This design comes from an exercise in tuning for small area, a short achievable clock period and few clock cycles per item on the open sky130 flow, not from production work.
Where RTL was checked, it was by simulation tests only, not by an equivalence proof against the original.
Function not checked in runs 3 and 4: the RTL went through the layout flow alone.

## flow/design.v (module list and top-level ports; edited modules follow where they fit)
// module srtc_useq: 25 lines
// module srtc_ramp: 127 lines
// module srtc_dpath: 156 lines
// module srtc_mul: 596 lines
// module srtc_mul_late: 696 lines
// module servo_ramp_trigger_controller_unit: 89 lines
module servo_ramp_trigger_controller_unit (
   input  wire         clock,
   input  wire         reset,
   input  wire         req_tvalid,
   output logic        req_tready,
   input  wire  [55:0] req_tdata,
   output logic        rsp_tvalid,
   input  wire         rsp_tready,
   output logic [31:0] rsp_tdata,
   input  wire         csr_valid,
   output logic        csr_ready,
   input  wire  [7:0]  csr_index,
   input  wire  [10:0] csr_data
);
  // ...
==> flow/run.sh <==
#!/bin/bash
# synth_recipe.tcl (not shown) runs the flow's synth.tcl, then flattens the netlist and writes it again
# the make line also repeats each setting of config.mk as NAME=value (left out here)
make -C /OpenROAD-flow-scripts/flow DESIGN_CONFIG=/design/flow/config.mk WORK_HOME=/design/flow/orfs CLKGATE_MAP_FILE= SYNTH_SCRIPT=/design/flow/synth_recipe.tcl finish
==> flow/config.mk <==
export PLATFORM = sky130hd
export DESIGN_NAME = servo_ramp_trigger_controller_unit
export DESIGN_NICKNAME = servo_ramp_trigger_controller_unit
export VERILOG_FILES = /design/flow/design.v
export SDC_FILE = /design/flow/constraint.sdc
export NUM_CORES = 4
export LEC_CHECK = 0
export CAP_MARGIN = 20
export CORE_MARGIN = 2
export CORE_UTILIZATION = 40
export SETUP_SLACK_MARGIN = 5
export SLEW_MARGIN = 20
==> flow/constraint.sdc <==
create_clock -name core_clock -period 9.5 [get_ports {clock}]
set_input_delay 1.9000 -clock core_clock [delete_from_list [all_inputs] [get_ports {clock}]]
set_output_delay 1.9000 -clock core_clock [all_outputs]
set_load 0.01 [all_outputs]
==> impl_summary.txt, run 1 <==
----------------------------------------------------
[Final layout]
  Filler Cell Count ... 6,669
  Clock-cell share ... 0.0244
  Share of final-layout standard cells stronger than drive strength 1 ... 0.214
  Area growth from synthesis to final layout ... 25.0%
  Largest area class, layout ... multi-input combinational cells
  Final core utilization ... 0.505

[Logic synthesis]
  Dominant combinational cell family by area after synthesis ... adder cells
  Fraction of the yosys area taken by sequential cells ... 0.198
  Asr flop ratio synth ... 0
  Count of yosys warnings during synthesis ... 4

[Critical path]
  Worst-case register-to-register setup slack ... 3.91 ns
  Highest cell delay on the worst timing path ... 0.53 ns
  Critical Path Start Type ... input port
  List of cells traversed by the critical path ... buf_12, clkinvlp_4, ha_4, nand2_2, nand3_2, o21ai_2, nand2_1, fa_1, fa_1, inv_1, ha_1, a21o_1, a21oi_2, o21ai_2, a21oi_2, nor2b_2, o21a_1, nor2_2, xnor2_1, ha_1, a21boi_2, a41o_1, o41ai_4, xnor2_1
  Maximum fanout encountered on the critical timing path ... 5

[Clocking]
  Number of H-tree branching levels ... 1
  Post-CTS clock slew at the launch and capture registers of the worst setup and hold paths ... 0.06 ns

[Detailed routing]
  Top sig layer ... met5
  Vias post-DR ... 26.0k
  # DRC ... 0
  WL met3 ... 6170 um

[Global route]
  Met2 track demand over resource ... 0.397
  Met1 global-route usage ... 0.309

[Job]
  Count of maximum capacitance violations ... 0

[Floorplan]
  Area of the core region ... 73,000 sq um

[STA]
  Final worst path period share ... 0.618

[Outcome]
  Status ... timing/DRC/antenna clean

----------------------------------------------------
Testbench counts, summed over its fixed seeds: cycles 8,096, items 8,000.
==> run 2, diff against run 1 <==
--- a/flow/config.mk
+++ b/flow/config.mk
@@ -12 +12,2 @@
 export SLEW_MARGIN = 20
+export SYNTH_HIERARCHICAL = 1
==> run 2 against run 1 <==
Still clean. Register-to-register slack improved by 0.34 ns. Count of clock-buffer cells in the layout decreased by 4. Routed wire length increased by 7.5%. Utilization grew 1.2 points. Cell area is 6.3% higher. Sequential share of layout area decreased by 0.93 points. Highest routed layer unchanged.
==> impl_summary.txt, run 2 <==
----------------------------------------------------
[Final layout]
  Leading cell types in the layout, fill and taps excluded ... sky130_fd_sc_hd__inv_1 (389), sky130_fd_sc_hd__buf_4 (261), sky130_fd_sc_hd__fa_1 (218)
  Filler Cell Count ... 6,715 (+0.69%)
  Share of final-layout standard cells stronger than drive strength 1 ... 0.260 (+0.0454)
  Diode count ... 0
  Regs by FF count ... u_dpath.op2_ff (27), u_dpath.p3_ff (27), u_dpath.rp2_ff (27)
  Area growth from synthesis to final layout ... 28.3%
  Most frequent standard cell in the layout excluding fill and tap cells ... sky130_fd_sc_hd__inv_1
  Number of nets in the final layout ... 4,327
  Final core utilization ... 0.517 (+0.0125)

[Clocking]
  Clock root buffer ... sky130_fd_sc_hd__clkbuf_16
  Number of H-tree branching levels ... 1 (unchanged)
  Post-CTS clock slew at the launch and capture registers of the worst setup and hold paths ... 0.08 ns (+0.02 ns)
  Bufs on Longest Clock Path ... 3
  Num CTS Buffers ... 27
  # clock sinks ... 210
  Clock latency of the later-clocked register in the worst-skew pair ... 0.58 ns
  TritonCTS clock tree ... yes

[Detailed routing]
  Routed via count divided by cell count ... 5.82
  Vias post-DR ... 27.7k (+6.2%)
  Final routed wire length divided by cell count ... 20.7 um
  DRC marker count from the first detailed-route iteration ... 2,409
  Final Routed Wirelength ... 98,100 um
  Routed Antenna Nets ... 0
  Pre-antenna DRT Iters ... 5
  # DRC ... 0 (unchanged)

[Floorplan]
  I/O pin cnt ... 115
  Die footprint ... 78,500 sq um
  Initial Util ... 0.403
  Vert. Die Dim ... 280 um
  Number of core rows ... 101
  Area of the core region ... 75,700 sq um (+3.8%)
  Die extent in x ... 280 um

[Job]
  Count of maximum capacitance violations ... 0 (unchanged)

[Global route]
  Initial antenna violation count ... 1
  Via count of the first global-routing pass ... 26.4k
  Largest net degree at the start of global routing ... 58
  Total global routing track utilization ... 0.237
  Global-route wire length before repair ... 149,000 um
  Remaining Overflow, GRT ... 0

[Logic synthesis]
  Post-synthesis instance area ... 30,500 sq um
  Count of yosys warnings during synthesis ... 10 (+6)
  Gate count of the mapped netlist ... 3,542
  Synth Area per Inst ... 8.62 sq um

[STA]
  Final Setup Violations ... 0
  Final count of pins violating max slew ... 0
  Tightest Pin Transition ... 1.14 ns
  Achievable clock frequency ... 187 MHz
  Setup repair after global routing missed its margin ... yes
  Setup Total Neg Slack ... 0 ns
  Final worst path period share ... 0.562 (-0.0564)
  Final critical-path required period ... 5.34 ns
  Worst-case clock skew ... 0.0197 ns
  Final Hold Vio Count ... 0
  Worst slew margin relative to its limit ... 0.240

[Outcome]
  Status ... timing/DRC/antenna clean

[Critical path]
  Worst endpoint required time ... 7.60 ns
  Critical Path Start Type ... flop
  Critical path start-end classification ... reg2out
  Worst Path Arrival ... 3.44 ns
  Kind of end point of the critical path ... primary output
  Maximum fanout encountered on the critical timing path ... 7 (+2)

[Placed design]
  Half-perimeter wire length of the detailed placement result ... 64,800 um
  Routability congestion estimate from global placement ... 0.907
  Number of input and output port buffers inserted ... 98

[Hold path]
  Class of the tightest hold or removal check ... reg2reg

----------------------------------------------------
## run 2: cell count changes in the layout (fill, tap and decap cells not counted), moves of 20 or more
cell	delta
sky130_fd_sc_hd__a22oi_1	+26
sky130_fd_sc_hd__a21o_1	-30
sky130_fd_sc_hd__xnor2_1	-34
sky130_fd_sc_hd__ha_4	+27
sky130_fd_sc_hd__ha_1	-31
sky130_fd_sc_hd__o21ai_0	+28
sky130_fd_sc_hd__buf_4	+59
sky130_fd_sc_hd__xor2_1	+21
sky130_fd_sc_hd__a21oi_1	-89
sky130_fd_sc_hd__o21ai_1	+33
sky130_fd_sc_hd__a221oi_1	-34
sky130_fd_sc_hd__inv_2	+20
sky130_fd_sc_hd__a221o_1	+28
## run 2: cell type report
cell class / instances / area, sq um / share of cell area
Multi-Input combinational cell: 2614 / 25000 / 0.638
Sequential cell: 210 / 5870 / 0.150
Timing Repair Buffer: 449 / 4390 / 0.112
Inverter: 445 / 1730 / 0.0443
Tap cell: 978 / 1220 / 0.0312
Clock buffer: 28 / 679 / 0.0174
Clock inverter: 22 / 236 / 0.00604
Timing Repair inverter: 4 / 33.8 / 0.000863
## run 2: worst paths after layout
path                      startpoint                end  slack [ns]  cells after the start
setup / recovery     u_dpath.neg3_ff      rsp_tdata[11]        4.16                     15
hold / removal             u_useq.v2   u_useq.rsp_valid        0.47                      2
setup reg to reg  u_dpath.rp2_ff[17]  u_dpath.p3_ff[25]        4.25                     24
hold reg to reg            u_useq.v2   u_useq.rsp_valid        0.47                      2
## run 2: what timing repair did
| action | in CTS | in global routing |
|---|---|---|
| cloned | 17 | 1 |
| hold buffers | 0 | 0 |
| resized for setup | 483 | 265 |
| hold endpoints to repair | 0 | 0 |
| pin swaps | 157 | 142 |
| setup buffers | 207 | 106 |
| endpoints found under the setup margin | 95 | 80 |
## run 2: metal layers
metal / vias to the layer above / GRT usage / share of wire
li1: 12900 / - / -
met1: 13600 / 0.310 / 0.42
met2: 1018 / 0.406 / 0.48
met3: 187 / 0.0411 / 0.068
met4: 2 / 0.0547 / 0.031
met5: - / 0 / 0.00013
## run 2: stage by stage
stage | hold WS [ns] | worst slack [ns] | instances | area [sq um]
final | 0.466 | 4.16 | 4750 | 39200
after CTS | 0.449 | 4.14 | 4643 | 37100
after detailed placement | 0.449 | 2.55 | 4369 | 32500
after global routing | 0.483 | 3.97 | 4750 | 39200
after global placement | 0.439 | 2.59 | 4369 | 32500
after floorplan | 0.400 | 3.84 | 3551 | 31500
## run 2: critical path, stage by stage, from the launching register on
cell and delay (ns):
sky130_fd_sc_hd__edfxtp_1 0.38, sky130_fd_sc_hd__buf_6 0.16, sky130_fd_sc_hd__xor2_2 0.14, sky130_fd_sc_hd__ha_2 0.21
sky130_fd_sc_hd__inv_2 0.04, sky130_fd_sc_hd__fa_2 0.36, sky130_fd_sc_hd__nand2b_4 0.18, sky130_fd_sc_hd__a21oi_4 0.20
sky130_fd_sc_hd__or4_4 0.16, sky130_fd_sc_hd__o311ai_4 0.10, sky130_fd_sc_hd__nor2_2 0.16, sky130_fd_sc_hd__nand4b_1 0.15
sky130_fd_sc_hd__buf_4 0.19, sky130_fd_sc_hd__nor4_4 0.14, sky130_fd_sc_hd__xnor2_1 0.14, sky130_fd_sc_hd__buf_2 0.16
==> module srtc_useq, before the edit <==
module srtc_useq (
   input  wire  clock,
   input  wire  reset,
   input  wire  req_valid,
   input  wire  rsp_ready,
   output logic adv,
   output logic in_fire,
   output logic v1,
   output logic v2,
   output logic rsp_valid
);
   assign adv     = !rsp_valid || rsp_ready;
   assign in_fire = req_valid && adv && !reset;
   always_ff @(posedge clock) begin
      if (reset) begin
         v1        <= 1'b0;
         v2        <= 1'b0;
         rsp_valid <= 1'b0;
      end else if (adv) begin
         v1        <= in_fire;
         v2        <= v1;
         rsp_valid <= v2;
      end
   end
endmodule
==> module srtc_ramp, before the edit <==
module srtc_ramp (
   input  wire                             clock,
   input  wire                             reset,
   input  wire                             en,
   input  wire                             bistable_mode,
   input  wire                             act,
   input  wire [srtc_pkg::DELTA_W-1:0]     delta,
   output logic [srtc_pkg::CODE_W-1:0]     state_code,
   output logic [srtc_pkg::POS_W-1:0]      phase
);
   logic [CODE_W-1:0]  state_ff;
   logic [CODE_W-1:0]  state_in;
   logic [POS_W-1:0]   phasor_ff;
   logic [POS_W-1:0]   phasor_in;
   logic               rising_ff;
   logic               rising_in;
   logic               dir;
   logic [POS_W:0]     sum;
   logic [POS_W-1:0]   adv_phase;
   logic               hit;
   always_comb begin
      dir = rising_ff;
      if (bistable_mode) begin
         if (state_ff == RAMP_CODE_ATOB && !act) begin
            dir = 1'b0;
         end else if (state_ff == RAMP_CODE_BTOA && act) begin
            dir = 1'b1;
         end
      end
   end
   assign sum = {1'b0, phasor_ff} + ({2'b00, delta} ^ {(POS_W+1){!dir}}) + {16'b0, !dir};
   always_comb begin
      hit = sum[POS_W];
      if (hit) begin
         adv_phase = {POS_W{dir}};
      end else begin
         adv_phase = sum[POS_W-1:0];
      end
   end
   always_comb begin
      state_in  = state_ff;
      phasor_in = phasor_ff;
      rising_in = rising_ff;
      if (bistable_mode) begin
         case (state_ff)
            RAMP_CODE_IDLE: begin
               if (act) begin
                  state_in  = RAMP_CODE_ATOB;
                  rising_in = 1'b1;
               end
            end
            RAMP_CODE_ATOB: begin
               if (!act) begin
                  state_in  = RAMP_CODE_BTOA;
                  rising_in = 1'b0;
               end
               phasor_in = adv_phase;
               if (hit) begin
                  state_in = RAMP_CODE_ATTOP;
               end
            end
            RAMP_CODE_ATTOP: begin
               if (!act) begin
                  state_in  = RAMP_CODE_BTOA;
                  rising_in = 1'b0;
               end
            end
            RAMP_CODE_BTOA: begin
               if (act) begin
                  state_in  = RAMP_CODE_ATOB;
                  rising_in = 1'b1;
               end
               phasor_in = adv_phase;
               if (hit) begin
                  state_in = RAMP_CODE_IDLE;
               end
            end
            default: state_in = RAMP_CODE_IDLE;
         endcase
      end else begin
         case (state_ff)
            RAMP_CODE_IDLE: begin
               if (act) begin
                  state_in  = RAMP_CODE_ATOB;
                  rising_in = 1'b1;
               end
            end
            RAMP_CODE_ATOB: begin
               phasor_in = adv_phase;
               if (hit) begin
                  state_in  = RAMP_CODE_BTOA;
                  rising_in = 1'b0;
               end
            end
            RAMP_CODE_ATTOP: begin
               state_in  = RAMP_CODE_BTOA;
               rising_in = 1'b0;
            end
            RAMP_CODE_BTOA: begin
               phasor_in = adv_phase;
               if (hit) begin
                  state_in = RAMP_CODE_WAIT;
               end
            end
            RAMP_CODE_WAIT: begin
               if (!act) begin
                  state_in = RAMP_CODE_IDLE;
               end
            end
            default: state_in = RAMP_CODE_IDLE;
         endcase
      end
   end
   always_ff @(posedge clock) begin
      if (reset) begin
         state_ff  <= RAMP_CODE_IDLE;
         phasor_ff <= '0;
         rising_ff <= 1'b1;
      end else if (en) begin
         state_ff  <= state_in;
         phasor_ff <= phasor_in;
         rising_ff <= rising_in;
      end
   end
   assign state_code = state_ff;
   assign phase      = phasor_ff;
endmodule
==> module srtc_dpath, before the edit <==
module srtc_dpath (
   input  wire                           clock,
   input  wire                           adv,
   input  wire                           trigger_active_low,
   input  wire [srtc_pkg::US_W-1:0]      min_pulse_us,
   input  wire [srtc_pkg::US_W-1:0]      pulse_span_us,
   input  wire [srtc_pkg::POS_W-1:0]     pos_a,
   input  wire [srtc_pkg::POS_W-1:0]     pos_b,
   input  wire [srtc_pkg::POS_W-1:0]     travel_time,
   input  wire                           trigger_pin,
   input  wire [srtc_pkg::CODE_W-1:0]    state_code,
   input  wire [srtc_pkg::POS_W-1:0]     phase,
   output logic                          act,
   output logic [srtc_pkg::DELTA_W-1:0]  delta,
   output logic [srtc_pkg::PULSE_W-1:0]  rsp_pulse_us,
   output logic [srtc_pkg::CODE_W-1:0]   rsp_ramp_state,
   output logic [srtc_pkg::POS_W-1:0]    rsp_phase
);
   logic [POS_W-1:0]   a1_ff;
   logic [POS_W-1:0]   dmag1_ff;
   logic               dneg1_ff;
   logic [DELTA_W-1:0] delta1_ff;
   logic               pin1_ff;
   logic [PROD_W-1:0]  rp2_ff;
   logic [PROD_W-1:0]  op2_ff;
   logic               neg2_ff;
   logic [PROD_W-1:0]  p3_ff;
   logic [PULSE_W-1:0] mo3_ff;
   logic               neg3_ff;
   logic [POS_W-1:0]   phase3_ff;
   logic [CODE_W-1:0]  state3_ff;
   logic [POS_W:0]     diff;
   logic [3:0]         seg;
   logic [3:0]         frac;
   logic [DELTA_W-1:0] base;
   logic [9:0]         slope;
   logic               rng_carry;
   logic               off_carry;
   logic               res_carry;
   logic [PULSE_W-1:0] sum0;
   logic [PULSE_W-1:0] sum1;
   logic [PROD_W-1:0]  rng_prod;
   logic [PROD_W-1:0]  off_prod;
   logic [US_W-1:0]    rq;
   logic [US_W-1:0]    oq;
   logic [PROD_W-1:0]  res_prod;
   logic [US_W-1:0]    pq;
   logic [PULSE_W-1:0] res_q;
   logic               res_cin;
   function automatic logic [srtc_pkg::DELTA_W-1:0] step_base(input logic [3:0] idx);
      case (idx)
         4'd0:  step_base = 15'd131;
         4'd1:  step_base = 15'd164;
         4'd2:  step_base = 15'd218;
         4'd3:  step_base = 15'd262;
         4'd4:  step_base = 15'd328;
         4'd5:  step_base = 15'd437;
         4'd6:  step_base = 15'd524;
         4'd7:  step_base = 15'd655;
         4'd8:  step_base = 15'd749;
         4'd9:  step_base = 15'd874;
         4'd10: step_base = 15'd1049;
         4'd11: step_base = 15'd1311;
         4'd12: step_base = 15'd1748;
         4'd13: step_base = 15'd2621;
         4'd14: step_base = 15'd5243;
         default: step_base = 15'd13107;
      endcase
   endfunction
   function automatic logic [9:0] step_slope(input logic [3:0] idx);
      case (idx)
         4'd0:  step_slope = 10'd2;
         4'd1:  step_slope = 10'd3;
         4'd2:  step_slope = 10'd2;
         4'd3:  step_slope = 10'd4;
         4'd4:  step_slope = 10'd6;
         4'd5:  step_slope = 10'd5;
         4'd6:  step_slope = 10'd8;
         4'd7:  step_slope = 10'd5;
         4'd8:  step_slope = 10'd7;
         4'd9:  step_slope = 10'd10;
         4'd10: step_slope = 10'd16;
         4'd11: step_slope = 10'd27;
         4'd12: step_slope = 10'd54;
         4'd13: step_slope = 10'd163;
         4'd14: step_slope = 10'd491;
         default: step_slope = 10'd819;
      endcase
   endfunction
   function automatic logic div_carry(input logic [srtc_pkg::PROD_W-1:0] x);
      div_carry = (&x[15:11]) & (x[10:0] >= ~x[26:16]);
   endfunction
   assign diff  = {1'b0, pos_b} - {1'b0, pos_a};
   assign seg   = travel_time[15:12];
   assign frac  = travel_time[11:8];
   assign base  = step_base(seg);
   assign slope = step_slope(seg);
   always_ff @(posedge clock) begin
      if (adv) begin
         a1_ff    <= pos_a;
         dmag1_ff <= diff[POS_W] ? (pos_a - pos_b) : diff[POS_W-1:0];
         dneg1_ff <= diff[POS_W];
         delta1_ff <= base + DELTA_W'(slope * frac);
         pin1_ff  <= trigger_pin;
      end
   end
   assign act   = pin1_ff ^ trigger_active_low;
   assign delta = delta1_ff;
   srtc_mul u_mul_rng (
      .x  (dmag1_ff),
      .y  (pulse_span_us),
      .yc (1'b0),
      .p  (rng_prod)
   );
   srtc_mul u_mul_off (
      .x  (a1_ff),
      .y  (pulse_span_us),
      .yc (1'b0),
      .p  (off_prod)
   );
   always_ff @(posedge clock) begin
      if (adv) begin
         rp2_ff  <= rng_prod;
         op2_ff  <= off_prod;
         neg2_ff <= dneg1_ff;
      end
   end
   assign rq        = rp2_ff[PROD_W-1:POS_W];
   assign rng_carry = div_carry(rp2_ff);
   assign oq        = op2_ff[PROD_W-1:POS_W];
   assign off_carry = div_carry(op2_ff);
   srtc_mul_late u_mul_res (
      .x  (phase),
      .y  (rq),
      .yc (rng_carry),
      .p  (res_prod)
   );
   always_ff @(posedge clock) begin
      if (adv) begin
         p3_ff     <= res_prod;
         mo3_ff    <= {1'b0, min_pulse_us} + {1'b0, oq} + {11'b0, off_carry};
         neg3_ff   <= neg2_ff;
         phase3_ff <= phase;
         state3_ff <= state_code;
      end
   end
   assign pq        = p3_ff[PROD_W-1:POS_W];
   assign res_carry = div_carry(p3_ff);
   assign res_q     = {1'b0, pq} ^ {PULSE_W{neg3_ff}};
   assign res_cin   = res_carry ^ neg3_ff;
   assign sum0      = mo3_ff + res_q;
   assign sum1      = mo3_ff + res_q + 12'd1;
   assign rsp_pulse_us   = res_cin ? sum1 : sum0;
   assign rsp_ramp_state = state3_ff;
   assign rsp_phase      = phase3_ff;
endmodule
==> module servo_ramp_trigger_controller_unit, before the edit <==
module servo_ramp_trigger_controller_unit (
   input  wire         clock,
   input  wire         reset,
   input  wire         req_tvalid,
   output logic        req_tready,
   input  wire  [55:0] req_tdata,
   output logic        rsp_tvalid,
   input  wire         rsp_tready,
   output logic [31:0] rsp_tdata,
   input  wire         csr_valid,
   output logic        csr_ready,
   input  wire  [7:0]  csr_index,
   input  wire  [10:0] csr_data
);
   logic               bistable_mode_ff;
   logic               trigger_active_low_ff;
   logic [US_W-1:0]    min_pulse_us_ff;
   logic [US_W-1:0]    pulse_span_us_ff;
   logic               adv;
   logic               in_fire;
   logic               v1;
   logic               v2;
   logic               act;
   logic [DELTA_W-1:0] delta;
   logic [CODE_W-1:0]  state_code;
   logic [POS_W-1:0]   phase;
   logic [PULSE_W-1:0] rsp_pulse_us;
   logic [CODE_W-1:0]  rsp_ramp_state;
   logic [POS_W-1:0]   rsp_phase;
   assign csr_ready = !reset;
   always_ff @(posedge clock) begin
      if (reset) begin
         bistable_mode_ff      <= 1'b1;
         trigger_active_low_ff <= 1'b1;
         min_pulse_us_ff       <= MIN_PULSE_RESET;
         pulse_span_us_ff      <= PULSE_SPAN_RESET;
      end else if (csr_valid) begin
         case (csr_index)
            CSR_BISTABLE_MODE:      bistable_mode_ff      <= csr_data[0];
            CSR_TRIGGER_ACTIVE_LOW: trigger_active_low_ff <= csr_data[0];
            CSR_MIN_PULSE_US:       min_pulse_us_ff       <= csr_data;
            CSR_PULSE_SPAN_US:      pulse_span_us_ff      <= csr_data;
            default: begin
            end
         endcase
      end
   end
   srtc_useq u_useq (
      .clock     (clock),
      .reset     (reset),
      .req_valid (req_tvalid),
      .rsp_ready (rsp_tready),
      .adv       (adv),
      .in_fire   (in_fire),
      .v1        (v1),
      .v2        (v2),
      .rsp_valid (rsp_tvalid)
   );
   assign req_tready = adv && !reset;
   srtc_ramp u_ramp (
      .clock         (clock),
      .reset         (reset),
      .en            (adv && v1),
      .bistable_mode (bistable_mode_ff),
      .act           (act),
      .delta         (delta),
      .state_code    (state_code),
      .phase         (phase)
   );
   srtc_dpath u_dpath (
      .clock              (clock),
      .adv                (adv),
      .trigger_active_low (trigger_active_low_ff),
      .min_pulse_us       (min_pulse_us_ff),
      .pulse_span_us      (pulse_span_us_ff),
      .pos_a              (req_tdata[15:0]),
      .pos_b              (req_tdata[31:16]),
      .travel_time        (req_tdata[47:32]),
      .trigger_pin        (req_tdata[48]),
      .state_code         (state_code),
      .phase              (phase),
      .act                (act),
      .delta              (delta),
      .rsp_pulse_us       (rsp_pulse_us),
      .rsp_ramp_state     (rsp_ramp_state),
      .rsp_phase          (rsp_phase)
   );
   assign rsp_tdata = {1'b0, rsp_phase, rsp_ramp_state, rsp_pulse_us};
endmodule
==> run 3, diff against run 2 <==
==> flow/design.v (replaced) <==
`default_nettype none
package srtc_pkg;
   localparam int unsigned POS_W   = 16;
   localparam int unsigned DELTA_W = 15;
   localparam int unsigned US_W    = 11;
   localparam int unsigned PULSE_W = 12;
   localparam int unsigned PROD_W  = 27;
   localparam int unsigned CODE_W  = 3;
   localparam logic [7:0] CSR_BISTABLE_MODE      = 8'd0;
   localparam logic [7:0] CSR_TRIGGER_ACTIVE_LOW = 8'd1;
   localparam logic [7:0] CSR_MIN_PULSE_US       = 8'd2;
   localparam logic [7:0] CSR_PULSE_SPAN_US      = 8'd3;
   localparam logic [US_W-1:0] MIN_PULSE_RESET  = 11'd1000;
   localparam logic [US_W-1:0] PULSE_SPAN_RESET = 11'd1000;
   localparam logic [CODE_W-1:0] RAMP_CODE_IDLE  = 3'd0;
   localparam logic [CODE_W-1:0] RAMP_CODE_ATOB  = 3'd1;
   localparam logic [CODE_W-1:0] RAMP_CODE_ATTOP = 3'd2;
   localparam logic [CODE_W-1:0] RAMP_CODE_BTOA  = 3'd3;
   localparam logic [CODE_W-1:0] RAMP_CODE_WAIT  = 3'd4;
endpackage
`default_nettype wire
`default_nettype none
module srtc_useq (
   input  wire  clock,
   input  wire  reset,
   input  wire  req_valid,
   input  wire  rsp_ready,
   output logic adv,
   output logic in_fire,
   output logic v1,
   output logic v2,
   output logic v3,
   output logic rsp_valid
);
   assign adv     = !rsp_valid || rsp_ready;
   assign in_fire = req_valid && adv && !reset;
   always_ff @(posedge clock) begin
      if (reset) begin
         v1        <= 1'b0;
         v2        <= 1'b0;
         v3        <= 1'b0;
         rsp_valid <= 1'b0;
      end else if (adv) begin
         v1        <= in_fire;
         v2        <= v1;
         v3        <= v2;
         rsp_valid <= v3;
      end
   end
endmodule
`default_nettype wire
`default_nettype none
import srtc_pkg::*;
module srtc_ramp (
   input  wire                             clock,
   input  wire                             reset,
   input  wire                             en,
   input  wire                             bistable_mode,
   input  wire                             act,
   input  wire [srtc_pkg::DELTA_W-1:0]     delta,
   output logic [srtc_pkg::CODE_W-1:0]     state_code,
   output logic [srtc_pkg::POS_W-1:0]      phase
);
   logic [CODE_W-1:0]  state_ff;
   logic [CODE_W-1:0]  state_in;
   logic [POS_W-1:0]   phasor_ff;
   logic [POS_W-1:0]   phasor_in;
   logic               rising_ff;
   logic               rising_in;
   logic               dir;
   logic [POS_W:0]     up_sum;
   logic [POS_W:0]     down_sum;
   logic [POS_W-1:0]   adv_phase;
   logic               hit;
   always_comb begin
      dir = rising_ff;
      if (bistable_mode) begin
         if (state_ff == RAMP_CODE_ATOB && !act) begin
            dir = 1'b0;
         end else if (state_ff == RAMP_CODE_BTOA && act) begin
            dir = 1'b1;
         end
      end
   end
   assign up_sum   = {1'b0, phasor_ff} + {2'b00, delta};
   assign down_sum = {1'b0, phasor_ff} - {2'b00, delta};
   always_comb begin
      if (dir) begin
         hit       = up_sum[POS_W];
         adv_phase = up_sum[POS_W] ? {POS_W{1'b1}} : up_sum[POS_W-1:0];
      end else begin
         hit       = down_sum[POS_W];
         adv_phase = down_sum[POS_W] ? {POS_W{1'b0}} : down_sum[POS_W-1:0];
      end
   end
   always_comb begin
      state_in  = state_ff;
      phasor_in = phasor_ff;
      rising_in = rising_ff;
      if (bistable_mode) begin
         case (state_ff)
            RAMP_CODE_IDLE: begin
               if (act) begin
                  state_in  = RAMP_CODE_ATOB;
                  rising_in = 1'b1;
               end
            end
            RAMP_CODE_ATOB: begin
               if (!act) begin
                  state_in  = RAMP_CODE_BTOA;
                  rising_in = 1'b0;
               end
               phasor_in = adv_phase;
               if (hit) begin
                  state_in = RAMP_CODE_ATTOP;
               end
            end
            RAMP_CODE_ATTOP: begin
               if (!act) begin
                  state_in  = RAMP_CODE_BTOA;
                  rising_in = 1'b0;
               end
            end
            RAMP_CODE_BTOA: begin
               if (act) begin
                  state_in  = RAMP_CODE_ATOB;
                  rising_in = 1'b1;
               end
               phasor_in = adv_phase;
               if (hit) begin
                  state_in = RAMP_CODE_IDLE;
               end
            end
            default: state_in = RAMP_CODE_IDLE;
         endcase
      end else begin
         case (state_ff)
            RAMP_CODE_IDLE: begin
               if (act) begin
                  state_in  = RAMP_CODE_ATOB;
                  rising_in = 1'b1;
               end
            end
            RAMP_CODE_ATOB: begin
               phasor_in = adv_phase;
               if (hit) begin
                  state_in  = RAMP_CODE_BTOA;
                  rising_in = 1'b0;
               end
            end
            RAMP_CODE_ATTOP: begin
               state_in  = RAMP_CODE_BTOA;
               rising_in = 1'b0;
            end
            RAMP_CODE_BTOA: begin
               phasor_in = adv_phase;
               if (hit) begin
                  state_in = RAMP_CODE_WAIT;
               end
            end
            RAMP_CODE_WAIT: begin
               if (!act) begin
                  state_in = RAMP_CODE_IDLE;
               end
            end
            default: state_in = RAMP_CODE_IDLE;
         endcase
      end
   end
   always_ff @(posedge clock) begin
      if (reset) begin
         state_ff  <= RAMP_CODE_IDLE;
         phasor_ff <= '0;
         rising_ff <= 1'b1;
      end else if (en) begin
         state_ff  <= state_in;
         phasor_ff <= phasor_in;
         rising_ff <= rising_in;
      end
   end
   assign state_code = state_ff;
   assign phase      = phasor_ff;
endmodule
`default_nettype wire
`default_nettype none
import srtc_pkg::*;
module srtc_dpath (
   input  wire                           clock,
   input  wire                           adv,
   input  wire                           trigger_active_low,
   input  wire [srtc_pkg::US_W-1:0]      min_pulse_us,
   input  wire [srtc_pkg::US_W-1:0]      pulse_span_us,
   input  wire [srtc_pkg::POS_W-1:0]     pos_a,
   input  wire [srtc_pkg::POS_W-1:0]     pos_b,
   input  wire [srtc_pkg::POS_W-1:0]     travel_time,
   input  wire                           trigger_pin,
   input  wire [srtc_pkg::CODE_W-1:0]    state_code,
   input  wire [srtc_pkg::POS_W-1:0]     phase,
   output logic                          act,
   output logic [srtc_pkg::DELTA_W-1:0]  delta,
   output logic [srtc_pkg::PULSE_W-1:0]  rsp_pulse_us,
   output logic [srtc_pkg::CODE_W-1:0]   rsp_ramp_state,
   output logic [srtc_pkg::POS_W-1:0]    rsp_phase
);
   logic [POS_W-1:0]   a1_ff;
   logic [POS_W-1:0]   dmag1_ff;
   logic               dneg1_ff;
   logic [7:0]         tt1_ff;
   logic               pin1_ff;
   logic [PROD_W-1:0]  rp2_ff;
   logic [PROD_W-1:0]  op2_ff;
   logic               neg2_ff;
   logic [PROD_W-1:0]  p3_ff;
   logic [PULSE_W-1:0] mo3_ff;
   logic               neg3_ff;
   logic [POS_W-1:0]   phase3_ff;
   logic [CODE_W-1:0]  state3_ff;
   logic [POS_W:0]     diff;
   logic [3:0]         seg;
   logic [3:0]         frac;
   logic [DELTA_W-1:0] base;
   logic [9:0]         slope;
   logic [US_W-1:0]    rq;
   logic [POS_W:0]     rng_rem;
   logic [US_W-1:0]    oq;
   logic [POS_W:0]     off_rem;
   logic [PROD_W-1:0]  res_prod;
   logic [US_W-1:0]    pq;
   logic [POS_W:0]     res_rem;
   logic [PULSE_W-1:0] res_q;
   logic               res_cin;
   function automatic logic [srtc_pkg::DELTA_W-1:0] step_base(input logic [3:0] idx);
      case (idx)
         4'd0:  step_base = 15'd131;
         4'd1:  step_base = 15'd164;
         4'd2:  step_base = 15'd218;
         4'd3:  step_base = 15'd262;
         4'd4:  step_base = 15'd328;
         4'd5:  step_base = 15'd437;
         4'd6:  step_base = 15'd524;
         4'd7:  step_base = 15'd655;
         4'd8:  step_base = 15'd749;
         4'd9:  step_base = 15'd874;
         4'd10: step_base = 15'd1049;
         4'd11: step_base = 15'd1311;
         4'd12: step_base = 15'd1748;
         4'd13: step_base = 15'd2621;
         4'd14: step_base = 15'd5243;
         default: step_base = 15'd13107;
      endcase
   endfunction
   function automatic logic [9:0] step_slope(input logic [3:0] idx);
      case (idx)
         4'd0:  step_slope = 10'd2;
         4'd1:  step_slope = 10'd3;
         4'd2:  step_slope = 10'd2;
         4'd3:  step_slope = 10'd4;
         4'd4:  step_slope = 10'd6;
         4'd5:  step_slope = 10'd5;
         4'd6:  step_slope = 10'd8;
         4'd7:  step_slope = 10'd5;
         4'd8:  step_slope = 10'd7;
         4'd9:  step_slope = 10'd10;
         4'd10: step_slope = 10'd16;
         4'd11: step_slope = 10'd27;
         4'd12: step_slope = 10'd54;
         4'd13: step_slope = 10'd163;
         4'd14: step_slope = 10'd491;
         default: step_slope = 10'd819;
      endcase
   endfunction
   assign diff = {1'b0, pos_b} - {1'b0, pos_a};
   always_ff @(posedge clock) begin
      if (adv) begin
         a1_ff    <= pos_a;
         dmag1_ff <= diff[POS_W] ? (pos_a - pos_b) : diff[POS_W-1:0];
         dneg1_ff <= diff[POS_W];
         tt1_ff   <= travel_time[15:8];
         pin1_ff  <= trigger_pin;
      end
   end
   assign act   = pin1_ff ^ trigger_active_low;
   assign seg   = tt1_ff[7:4];
   assign frac  = tt1_ff[3:0];
   assign base  = step_base(seg);
   assign slope = step_slope(seg);
   assign delta = base + DELTA_W'(slope * frac);
   always_ff @(posedge clock) begin
      if (adv) begin
         rp2_ff  <= PROD_W'(dmag1_ff) * PROD_W'(pulse_span_us);
         op2_ff  <= PROD_W'(a1_ff) * PROD_W'(pulse_span_us);
         neg2_ff <= dneg1_ff;
      end
   end
   assign rq      = rp2_ff[PROD_W-1:POS_W];
   assign rng_rem = {1'b0, rp2_ff[POS_W-1:0]} + {6'b0, rq} + 17'd1;
   assign oq      = op2_ff[PROD_W-1:POS_W];
   assign off_rem = {1'b0, op2_ff[POS_W-1:0]} + {6'b0, oq} + 17'd1;
   assign res_prod = PROD_W'(phase) * PROD_W'(rq) + (rng_rem[POS_W] ? PROD_W'(phase) : PROD_W'(0));
   always_ff @(posedge clock) begin
      if (adv) begin
         p3_ff     <= res_prod;
         mo3_ff    <= {1'b0, min_pulse_us} + {1'b0, oq} + {11'b0, off_rem[POS_W]};
         neg3_ff   <= neg2_ff;
         phase3_ff <= phase;
         state3_ff <= state_code;
      end
   end
   assign pq      = p3_ff[PROD_W-1:POS_W];
   assign res_rem = {1'b0, p3_ff[POS_W-1:0]} + {6'b0, pq} + 17'd1;
   assign res_q   = {1'b0, pq} ^ {PULSE_W{neg3_ff}};
   assign res_cin = res_rem[POS_W] ^ neg3_ff;
   always_ff @(posedge clock) begin
      if (adv) begin
         rsp_pulse_us   <= mo3_ff + res_q + {11'b0, res_cin};
         rsp_ramp_state <= state3_ff;
         rsp_phase      <= phase3_ff;
      end
   end
endmodule
`default_nettype wire
`default_nettype none
import srtc_pkg::*;
module servo_ramp_trigger_controller_unit (
   input  wire         clock,
   input  wire         reset,
   input  wire         req_tvalid,
   output logic        req_tready,
   input  wire  [55:0] req_tdata,
   output logic        rsp_tvalid,
   input  wire         rsp_tready,
   output logic [31:0] rsp_tdata,
   input  wire         csr_valid,
   output logic        csr_ready,
   input  wire  [7:0]  csr_index,
   input  wire  [10:0] csr_data
);
   logic               bistable_mode_ff;
   logic               trigger_active_low_ff;
   logic [US_W-1:0]    min_pulse_us_ff;
   logic [US_W-1:0]    pulse_span_us_ff;
   logic               adv;
   logic               in_fire;
   logic               v1;
   logic               v2;
   logic               v3;
   logic               act;
   logic [DELTA_W-1:0] delta;
   logic [CODE_W-1:0]  state_code;
   logic [POS_W-1:0]   phase;
   logic [PULSE_W-1:0] rsp_pulse_us;
   logic [CODE_W-1:0]  rsp_ramp_state;
   logic [POS_W-1:0]   rsp_phase;
   assign csr_ready = !reset;
   always_ff @(posedge clock) begin
      if (reset) begin
         bistable_mode_ff      <= 1'b1;
         trigger_active_low_ff <= 1'b1;
         min_pulse_us_ff       <= MIN_PULSE_RESET;
         pulse_span_us_ff      <= PULSE_SPAN_RESET;
      end else if (csr_valid) begin
         case (csr_index)
            CSR_BISTABLE_MODE:      bistable_mode_ff      <= csr_data[0];
            CSR_TRIGGER_ACTIVE_LOW: trigger_active_low_ff <= csr_data[0];
            CSR_MIN_PULSE_US:       min_pulse_us_ff       <= csr_data;
            CSR_PULSE_SPAN_US:      pulse_span_us_ff      <= csr_data;
            default: begin
            end
         endcase
      end
   end
   srtc_useq u_useq (
      .clock     (clock),
      .reset     (reset),
      .req_valid (req_tvalid),
      .rsp_ready (rsp_tready),
      .adv       (adv),
      .in_fire   (in_fire),
      .v1        (v1),
      .v2        (v2),
      .v3        (v3),
      .rsp_valid (rsp_tvalid)
   );
   assign req_tready = adv && !reset;
   srtc_ramp u_ramp (
      .clock         (clock),
      .reset         (reset),
      .en            (adv && v1),
      .bistable_mode (bistable_mode_ff),
      .act           (act),
      .delta         (delta),
      .state_code    (state_code),
      .phase         (phase)
   );
   srtc_dpath u_dpath (
      .clock              (clock),
      .adv                (adv),
      .trigger_active_low (trigger_active_low_ff),
      .min_pulse_us       (min_pulse_us_ff),
      .pulse_span_us      (pulse_span_us_ff),
      .pos_a              (req_tdata[15:0]),
      .pos_b              (req_tdata[31:16]),
      .travel_time        (req_tdata[47:32]),
      .trigger_pin        (req_tdata[48]),
      .state_code         (state_code),
      .phase              (phase),
      .act                (act),
      .delta              (delta),
      .rsp_pulse_us       (rsp_pulse_us),
      .rsp_ramp_state     (rsp_ramp_state),
      .rsp_phase          (rsp_phase)
   );
   assign rsp_tdata = {1'b0, rsp_phase, rsp_ramp_state, rsp_pulse_us};
endmodule
`default_nettype wire
--- a/flow/config.mk
+++ b/flow/config.mk
@@ -10,4 +10,2 @@
 export CORE_UTILIZATION = 40
-export SETUP_SLACK_MARGIN = 5
 export SLEW_MARGIN = 20
-export SYNTH_HIERARCHICAL = 1
==> run 3 against run 2 <==
Global-route usage is 5.2 points lower. Still clean. Routed wire length down 25%. Hold slack lost 0.067 ns. Count of clock-buffer cells in the layout grew 14. First-iteration DRC count fell by 57%. Fmax fell by 29%. Cell count decreased by 6.4%. Non-clock buffer count shrank 324. Critical endpoint is now u_dpath.p3_ff[23].
==> impl_summary.txt, run 3 <==
----------------------------------------------------
[STA]
  Worst slew margin relative to its limit ... 0.370 (+0.129)
  Final Hold Vio Count ... 0 (unchanged)
  Worst hold-check slack ... 0.399 ns (-0.0672 ns)
  Final worst setup slack ... 1.96 ns (-2.20 ns)
  Final worst path period share ... 0.794 (+0.232)
  Achievable clock frequency ... 133 MHz (-29%)
  Final Setup Violations ... 0 (unchanged)
  Final critical-path required period ... 7.54 ns (+2.20 ns)
  Tightest Pin Transition ... 0.944 ns (-0.194 ns)
  Worst-case clock skew ... 0.0281 ns (+0.00836 ns)
  Final count of pins violating max slew ... 0 (unchanged)
  Setup repair after global routing missed its margin ... no
  Setup Total Neg Slack ... 0 ns (unchanged)

[Logic synthesis]
  Synth Area per Inst ... 9.53 sq um (+11%)
  Most instantiated cells after synthesis ... sky130_fd_sc_hd__inv_1 (540), sky130_fd_sc_hd__nand2_1 (452), sky130_fd_sc_hd__fa_1 (416)
  Xor/xnor cell area share of the yosys netlist ... 0.0369
  Post-synthesis instance area ... 31,800 sq um (+4.2%)
  Asr flop ratio synth ... 0
  Area fraction in compound gates after synthesis ... 0.0996
  Leading register cell type out of synthesis ... sky130_fd_sc_hd__edfxtp_1
  Flip-flop and latch count after synthesis ... 258
  Area leader, netlist ... sky130_fd_sc_hd__fa_1
  Count of yosys warnings during synthesis ... 4 (-6)
  Gate count of the mapped netlist ... 3,336 (-5.8%)
  Fraction of the yosys area taken by sequential cells ... 0.221
  Largest cells by area after synthesis ... sky130_fd_sc_hd__fa_1 (26%), sky130_fd_sc_hd__edfxtp_1 (18%), sky130_fd_sc_hd__ha_1 (14%), sky130_fd_sc_hd__inv_1 (6.4%), sky130_fd_sc_hd__nand2_1 (5.3%)
  Share of synthesized cell area in full adder, half adder and majority cells ... 0.399
  Number of distinct library cells after synthesis ... 91
  Share of synthesized area spent on multiplexers ... 0.0149
  Most numerous cell in the Yosys netlist ... sky130_fd_sc_hd__inv_1
  Proportion of netlist area held by the largest area contributor ... 0.262
  Number of enable flip-flop cells after synthesis ... 187
  Dominant combinational cell family by area after synthesis ... adder cells
  Basic-gate share of the synthesized area counting and, or, nand and nor cells ... 0.148

[Detailed routing]
  DRC marker count from the first detailed-route iteration ... 1,037 (-57%)
  Final routed wire length divided by cell count ... 16.5 um (-20%)
  Routed via count divided by cell count ... 5.08 (-13%)
  Vias post-DR ... 22.6k (-18%)
  Pre-antenna DRT Iters ... 5 (unchanged)
  Final Routed Wirelength ... 73,300 um (-25%)
  Routed Antenna Nets ... 0 (unchanged)
  # DRC ... 0 (unchanged)

[Clocking]
  Post-CTS Setup Bufs ... 0 (-100%)
  Bufs on Longest Clock Path ... 3 (unchanged)
  Clock latency of the later-clocked register in the worst-skew pair ... 0.56 ns (-0.02 ns)
  Post-cts resize count ... 0 (-100%)
  # clock sinks ... 258 (+23%)
  Post-CTS clock slew at the launch and capture registers of the worst setup and hold paths ... 0.06 ns (-0.02 ns)
  TritonCTS clock tree ... yes
  Number of H-tree branching levels ... 2 (+1)
  # hold bufs at CTS ... 0 (unchanged)
  Clock root buffer ... sky130_fd_sc_hd__clkbuf_16
  Num CTS Buffers ... 35 (+30%)

[Floorplan]
  Number of core rows ... 103 (+2.0%)
  Area of the core region ... 78,900 sq um (+4.2%)
  Initial Util ... 0.403 (about the same)
  Vert. Die Dim ... 286 um (+2.0%)
  Die footprint ... 81,700 sq um (+4.1%)
  I/O pin cnt ... 115 (unchanged)
  Die extent in x ... 286 um (+2.0%)

[Global route]
  Global-route wire length before repair ... 122,000 um (-18%)
  Initial antenna violation count ... 1 (unchanged)
  Largest net degree at the start of global routing ... 67 (+16%)
  Remaining Overflow, GRT ... 0 (unchanged)
  Via count of the first global-routing pass ... 23.4k (-11%)
  Total global routing track utilization ... 0.185 (-0.0524)

[Final layout]
  Number of nets in the final layout ... 4,210 (-2.7%)
  Leading cell types in the layout, fill and taps excluded ... sky130_fd_sc_hd__inv_1 (539), sky130_fd_sc_hd__nand2_1 (452), sky130_fd_sc_hd__fa_1 (416)
  Most frequent standard cell in the layout excluding fill and tap cells ... sky130_fd_sc_hd__inv_1
  Final core utilization ... 0.444 (-0.0736)
  Regs by FF count ... u_dpath.op2_ff (27), u_dpath.p3_ff (27), u_dpath.rp2_ff (27)
  Share of final-layout standard cells stronger than drive strength 1 ... 0.0392 (-0.220)
  Layout Cell Area excl Fill ... 35,000 sq um (-11%)
  Diode count ... 0 (unchanged)
  Area growth from synthesis to final layout ... 10.1%

[Placed design]
  Number of input and output port buffers inserted ... 98 (unchanged)
  Routability congestion estimate from global placement ... 0.841 (-7.3%)
  Half-perimeter wire length of the detailed placement result ... 56,300 um (-13%)
  Post-Place Cell Area ... 33,800 sq um (+4.0%)
  Placement-stage worst setup slack ... 1.99 ns (-0.560 ns)

[Critical path]
  Maximum fanout encountered on the critical timing path ... 17 (+10)
  Max stage delay cell, worst path ... sky130_fd_sc_hd__edfxtp_1
  Worst Path Arrival ... 7.84 ns (+4.40 ns)
  Most frequent cell on the critical path ... sky130_fd_sc_hd__o21a_1
  Critical Path Start Type ... flop
  Beginning of the critical path ... u_dpath.rp2_ff[17]
  Critical path start-end classification ... reg2reg
  Highest cell delay on the worst timing path ... 0.84 ns (+0.46 ns)
  Startpoint of the worst-slack reg-to-reg timing path ... u_dpath.rp2_ff[17]
  Worst endpoint required time ... 9.80 ns (+2.20 ns)
  Kind of end point of the critical path ... flop

[Hold path]
  Min-Delay Startpoint ... u_dpath.dneg1_ff
  Class of the tightest hold or removal check ... reg2reg

[Job]
  Count of maximum capacitance violations ... 0 (unchanged)

[Outcome]
  Status ... timing/DRC/antenna clean

----------------------------------------------------
-- run 3: critical path, delay by kind of cell, from the launching register on --
kind            cells  cell delay [ns]
compound gates     14             2.84
xor+xnor            1             0.12
fa+ha+maj           6             2.71
flops               1             0.84
simple gates        3             0.55
buf+inv             4             0.19
-- run 3: layout make-up --
cell class / count / area, sq um
clock buffers: 42 / 953
repair buffers: 125 / 1180
multi-input cells: 2407 / 22200
clock inverters: 22 / 270
well taps: 1050 / 1310
inverters: 540 / 2030
fillers: 7693 / 43900
flip-flops and latches: 258 / 7040
-- run 3: layer usage --
| metal | vias up | global-route usage | routed length, um | part of all wire |
|---|---|---|---|---|
| met5 | - | 0 | 0 | 0 |
| met1 | 11200 | 0.255 | 34300 | 0.47 |
| li1 | 10800 | - | - | - |
| met2 | 457 | 0.301 | 33800 | 0.46 |
| met3 | 108 | 0.0250 | 3290 | 0.045 |
| met4 | 0 | 0.0558 | 1950 | 0.027 |
-- run 3: path summary, 6_finish.rpt --
check                           end  slack (ns)  depth (start not counted)
hold reg to reg     u_dpath.neg2_ff        0.40                          0
hold / removal      u_dpath.neg2_ff        0.40                          0
setup / recovery  u_dpath.p3_ff[23]        1.96                         28
setup reg to reg  u_dpath.p3_ff[23]        1.96                         28
-- run 3: per-stage QoR --
stage,instances
after global placement,4380
after detailed placement,4380
final,4444
after global routing,4444
after floorplan,3336
after CTS,4444
-- run 3: kinds of logic after synthesis --
family | Yosys count
XOR/XNOR | 134
flip-flops | 258
AND/OR/NAND/NOR | 992
buffers and inverters | 671
adder cells (fa/ha/maj) | 763
multiplexers | 46
AO/OA/AOI/OAI | 471
other | 1
==> run 4, diff against run 3 <==
--- a/flow/config.mk
+++ b/flow/config.mk
@@ -10,2 +10,3 @@
 export CORE_UTILIZATION = 40
+export SETUP_SLACK_MARGIN = 5
 export SLEW_MARGIN = 20
==> run 4 against run 3 <==
Cell count up 1.9%. First-iteration DRC count up 15%. Still clean on timing, DRC and antenna. Cell area up 5.5%. Clock skew down 0.0085 ns. Hold slack better by 0.019 ns. Critical endpoint unchanged. Sequential share of layout area down 1.0 points.
==> impl_summary.txt, run 4 <==
----------------------------------------------------
[Final layout]
  Final core utilization ... 0.468 (+0.0242)
  Leading cell types in the layout, fill and taps excluded ... sky130_fd_sc_hd__inv_1 (529), sky130_fd_sc_hd__nand2_1 (440), sky130_fd_sc_hd__fa_1 (408)
  Layout Cell Area excl Fill ... 36,900 sq um (+5.5%)
  Share of final-layout standard cells stronger than drive strength 1 ... 0.115 (+0.0761)
  Area growth from synthesis to final layout ... 16.1%
  Regs by FF count ... u_dpath.op2_ff (27), u_dpath.p3_ff (27), u_dpath.rp2_ff (27)
  Diode count ... 0 (unchanged)
  Most frequent standard cell in the layout excluding fill and tap cells ... sky130_fd_sc_hd__inv_1
  Number of nets in the final layout ... 4,294 (+2.0%)

[STA]
  Worst-case clock skew ... 0.0195 ns (-0.00854 ns)
  Final Setup Violations ... 0 (unchanged)
  Final Hold Vio Count ... 0 (unchanged)
  Setup repair after global routing missed its margin ... yes
  Final critical-path required period ... 6.28 ns (-1.26 ns)
  Final count of pins violating max slew ... 0 (unchanged)
  Achievable clock frequency ... 159 MHz (+20%)
  Final worst path period share ... 0.661 (-0.132)
  Final worst setup slack ... 3.22 ns (+1.26 ns)
  Worst slew margin relative to its limit ... 0.282 (-0.0873)
  Setup Total Neg Slack ... 0 ns (unchanged)
  Tightest Pin Transition ... 1.08 ns (+0.131 ns)

[Logic synthesis]
  Proportion of netlist area held by the largest area contributor ... 0.262 (unchanged)
  Area leader, netlist ... sky130_fd_sc_hd__fa_1
  Largest cells by area after synthesis ... sky130_fd_sc_hd__fa_1 (26%), sky130_fd_sc_hd__edfxtp_1 (18%), sky130_fd_sc_hd__ha_1 (14%), sky130_fd_sc_hd__inv_1 (6.4%), sky130_fd_sc_hd__nand2_1 (5.3%)
  Asr flop ratio synth ... 0 (unchanged)
  Most instantiated cells after synthesis ... sky130_fd_sc_hd__inv_1 (540), sky130_fd_sc_hd__nand2_1 (452), sky130_fd_sc_hd__fa_1 (416)
  Count of yosys warnings during synthesis ... 4 (unchanged)
  Fraction of the yosys area taken by sequential cells ... 0.221 (unchanged)
  Leading register cell type out of synthesis ... sky130_fd_sc_hd__edfxtp_1
  Most numerous cell in the Yosys netlist ... sky130_fd_sc_hd__inv_1
  Flip-flop and latch count after synthesis ... 258 (unchanged)
  Number of distinct library cells after synthesis ... 91 (unchanged)
  Synth Area per Inst ... 9.53 sq um (unchanged)
  Number of enable flip-flop cells after synthesis ... 187 (unchanged)
  Post-synthesis instance area ... 31,800 sq um (unchanged)
  Gate count of the mapped netlist ... 3,336 (unchanged)

[Clocking]
  Post-CTS clock slew at the launch and capture registers of the worst setup and hold paths ... 0.06 ns (about the same)
  Number of H-tree branching levels ... 2 (unchanged)
  Clock latency of the later-clocked register in the worst-skew pair ... 0.56 ns (about the same)
  # clock sinks ... 258 (unchanged)
  Clock root buffer ... sky130_fd_sc_hd__clkbuf_16
  Num CTS Buffers ... 34 (-2.9%)
  Bufs on Longest Clock Path ... 3 (unchanged)
  TritonCTS clock tree ... yes

[Global route]
  Largest net degree at the start of global routing ... 143 (+110%)
  Total global routing track utilization ... 0.189 (+0.00414)
  Global-route wire length before repair ... 124,000 um (+2.2%)
  Initial antenna violation count ... 1 (unchanged)
  Remaining Overflow, GRT ... 0 (unchanged)
  Via count of the first global-routing pass ... 23.5k (+0.49%)

[Critical path]
  Max stage delay cell, worst path ... sky130_fd_sc_hd__fa_1
  Worst Path Arrival ... 6.59 ns (-1.25 ns)
  Most frequent cell on the critical path ... sky130_fd_sc_hd__o21a_1
  Maximum fanout encountered on the critical timing path ... 6 (-11)
  Worst endpoint required time ... 9.80 ns (about the same)
  Critical Path Start Type ... flop
  Highest cell delay on the worst timing path ... 0.49 ns (-0.35 ns)
  Kind of end point of the critical path ... flop
  Critical path start-end classification ... reg2reg

[Hold path]
  Class of the tightest hold or removal check ... reg2reg

[Floorplan]
  I/O pin cnt ... 115 (unchanged)
  Vert. Die Dim ... 286 um (unchanged)
  Die footprint ... 81,700 sq um (unchanged)
  Die extent in x ... 286 um (unchanged)
  Initial Util ... 0.403 (unchanged)
  Area of the core region ... 78,900 sq um (unchanged)
  Number of core rows ... 103 (unchanged)

[Outcome]
  Status ... timing/DRC/antenna clean

[Detailed routing]
  DRC marker count from the first detailed-route iteration ... 1,196 (+15%)
  Routed Antenna Nets ... 0 (unchanged)
  Pre-antenna DRT Iters ... 5 (unchanged)
  Vias post-DR ... 23.1k (+2.2%)
  Routed via count divided by cell count ... 5.10 (+0.30%)
  Final routed wire length divided by cell count ... 16.8 um (+1.9%)
  Final Routed Wirelength ... 76,100 um (+3.8%)
  # DRC ... 0 (unchanged)

[Placed design]
  Number of input and output port buffers inserted ... 98 (unchanged)
  Half-perimeter wire length of the detailed placement result ... 55,700 um (-1.1%)
  Post-Place Cell Area ... 34,200 sq um (+1.2%)
  Routability congestion estimate from global placement ... 0.832 (-1.0%)
  Placement-stage worst setup slack ... 2.19 ns (+0.195 ns)

[Job]
  Count of maximum capacitance violations ... 0 (unchanged)

----------------------------------------------------
==> run 4: cell count changes in the layout (fill, tap and decap cells not counted), moves of 14 or more <==
cell	before	now
sky130_fd_sc_hd__o21ai_1	8	27
sky130_fd_sc_hd__buf_6	0	19
sky130_fd_sc_hd__buf_4	27	82
sky130_fd_sc_hd__o21ai_2	2	16
sky130_fd_sc_hd__ha_4	0	17
sky130_fd_sc_hd__ha_1	347	320
sky130_fd_sc_hd__a21oi_2	0	31
sky130_fd_sc_hd__a21oi_1	136	102
sky130_fd_sc_hd__o21ai_0	92	57
==> run 4: worst paths after layout <==
| path | start | endpoint | slack [ns] | cells past startpoint |
|---|---|---|---|---|
| max | u_dpath.rp2_ff[17] | u_dpath.p3_ff[23] | 3.22 | 28 |
| min | u_dpath.phase3_ff[4] | u_dpath.rsp_phase[4] | 0.42 | 0 |
| max reg2reg | u_dpath.rp2_ff[17] | u_dpath.p3_ff[23] | 3.22 | 28 |
| min reg2reg | u_dpath.phase3_ff[4] | u_dpath.rsp_phase[4] | 0.42 | 0 |
==> run 4: through the flow <==
| stage | std cells | hold WS, ns |
|---|---|---|
| after global placement | 4375 | 0.401 |
| after floorplan | 3336 | 0.400 |
| final | 4527 | 0.417 |
| after detailed placement | 4375 | 0.405 |
| after CTS | 4504 | 0.419 |
| after global routing | 4527 | 0.423 |
==> run 4: what timing repair did <==
action / in CTS / in global routing
endpoints found under the setup margin: 104 / 129
pin swaps: 68 / 58
gates cloned: 4 / 0
setup buffers: 63 / 23
gates resized for setup: 116 / 81
hold buffers: 0 / 0
==> run 4: final cells by class <==
class,instances,area (sq um)
fill,7425,42000
timing repair buffer,208,2010
inverter,540,2030
multi-input combinational,2409,23300
tap,1050,1310
clock buffer,37,883
sequential,258,7040
clock inverter,25,317
==> run 4: per-layer routing <==
layer	GRT usage	wire (um)	vias up
li1	-	-	11000
met1	0.266	35900	11500
met2	0.308	35100	520
met3	0.0240	3480	93
met4	0.0457	1670	0
met5	0	0	-
==> run 4: worst max-delay path: cells and delay by family, from the launching register on <==
kind | cells | cell delay [ns]
AOI/OAI and AO/OA | 14 | 2.48
xor gates and xnor gates | 1 | 0.12
adders and majority gates | 6 | 2.46
buffers and inverters | 4 | 0.20
DFF | 1 | 0.40
and+or+nand+nor | 3 | 0.38
==> run 4: logic make-up after synthesis <==
group	after synthesis	synth area share
other	1	0.000118
buffers and inverters	671	0.0803
multiplexers	46	0.0149
adder cells (fa/ha/maj)	763	0.399
flip-flops	258	0.221
XOR/XNOR	134	0.0369
AO/OA/AOI/OAI	471	0.0996
AND/OR/NAND/NOR	992	0.148

what the ideal ports hide:
In the flow no input, the clock included, has a driving cell. The finished layouts below were timed again as built, in two steps. Step 1: set_driving_cell puts a clkbuf_16 on clock and a buf_2 on each other input, an assumption about the parent block. Step 2 times the ports against the registers' clock, not the clock port: input delays grow and output delays shrink by t, the midpoint of the rising clock arrivals with the driver on. Slacks: no drivers / after step 1 / after step 2; pairs: no drivers / after step 1.
run | t, ns | setup WS [ns] | hold WS [ns] | clock arrival spread, ns
run 1 | 0.619 | 3.628 / 3.621 / 3.003 | 0.432 / 0.432 / 0.432 | 0.017 / 0.017
run 2 | 0.632 | 4.163 / 4.097 / 3.568 | 0.466 / 0.466 / 0.466 | 0.020 / 0.020
run 3 | 0.603 | 1.959 / 1.959 / 1.959 | 0.399 / 0.399 / 0.399 | 0.033 / 0.033
run 4 | 0.615 | 3.216 / 3.216 / 3.216 | 0.417 / 0.417 / 0.417 | 0.023 / 0.023
After both steps setup and hold are still met in every run listed. For run 1, which loses most, drivers alone change the setup slack by -0.007 ns; drivers and shift together by -0.625 ns.
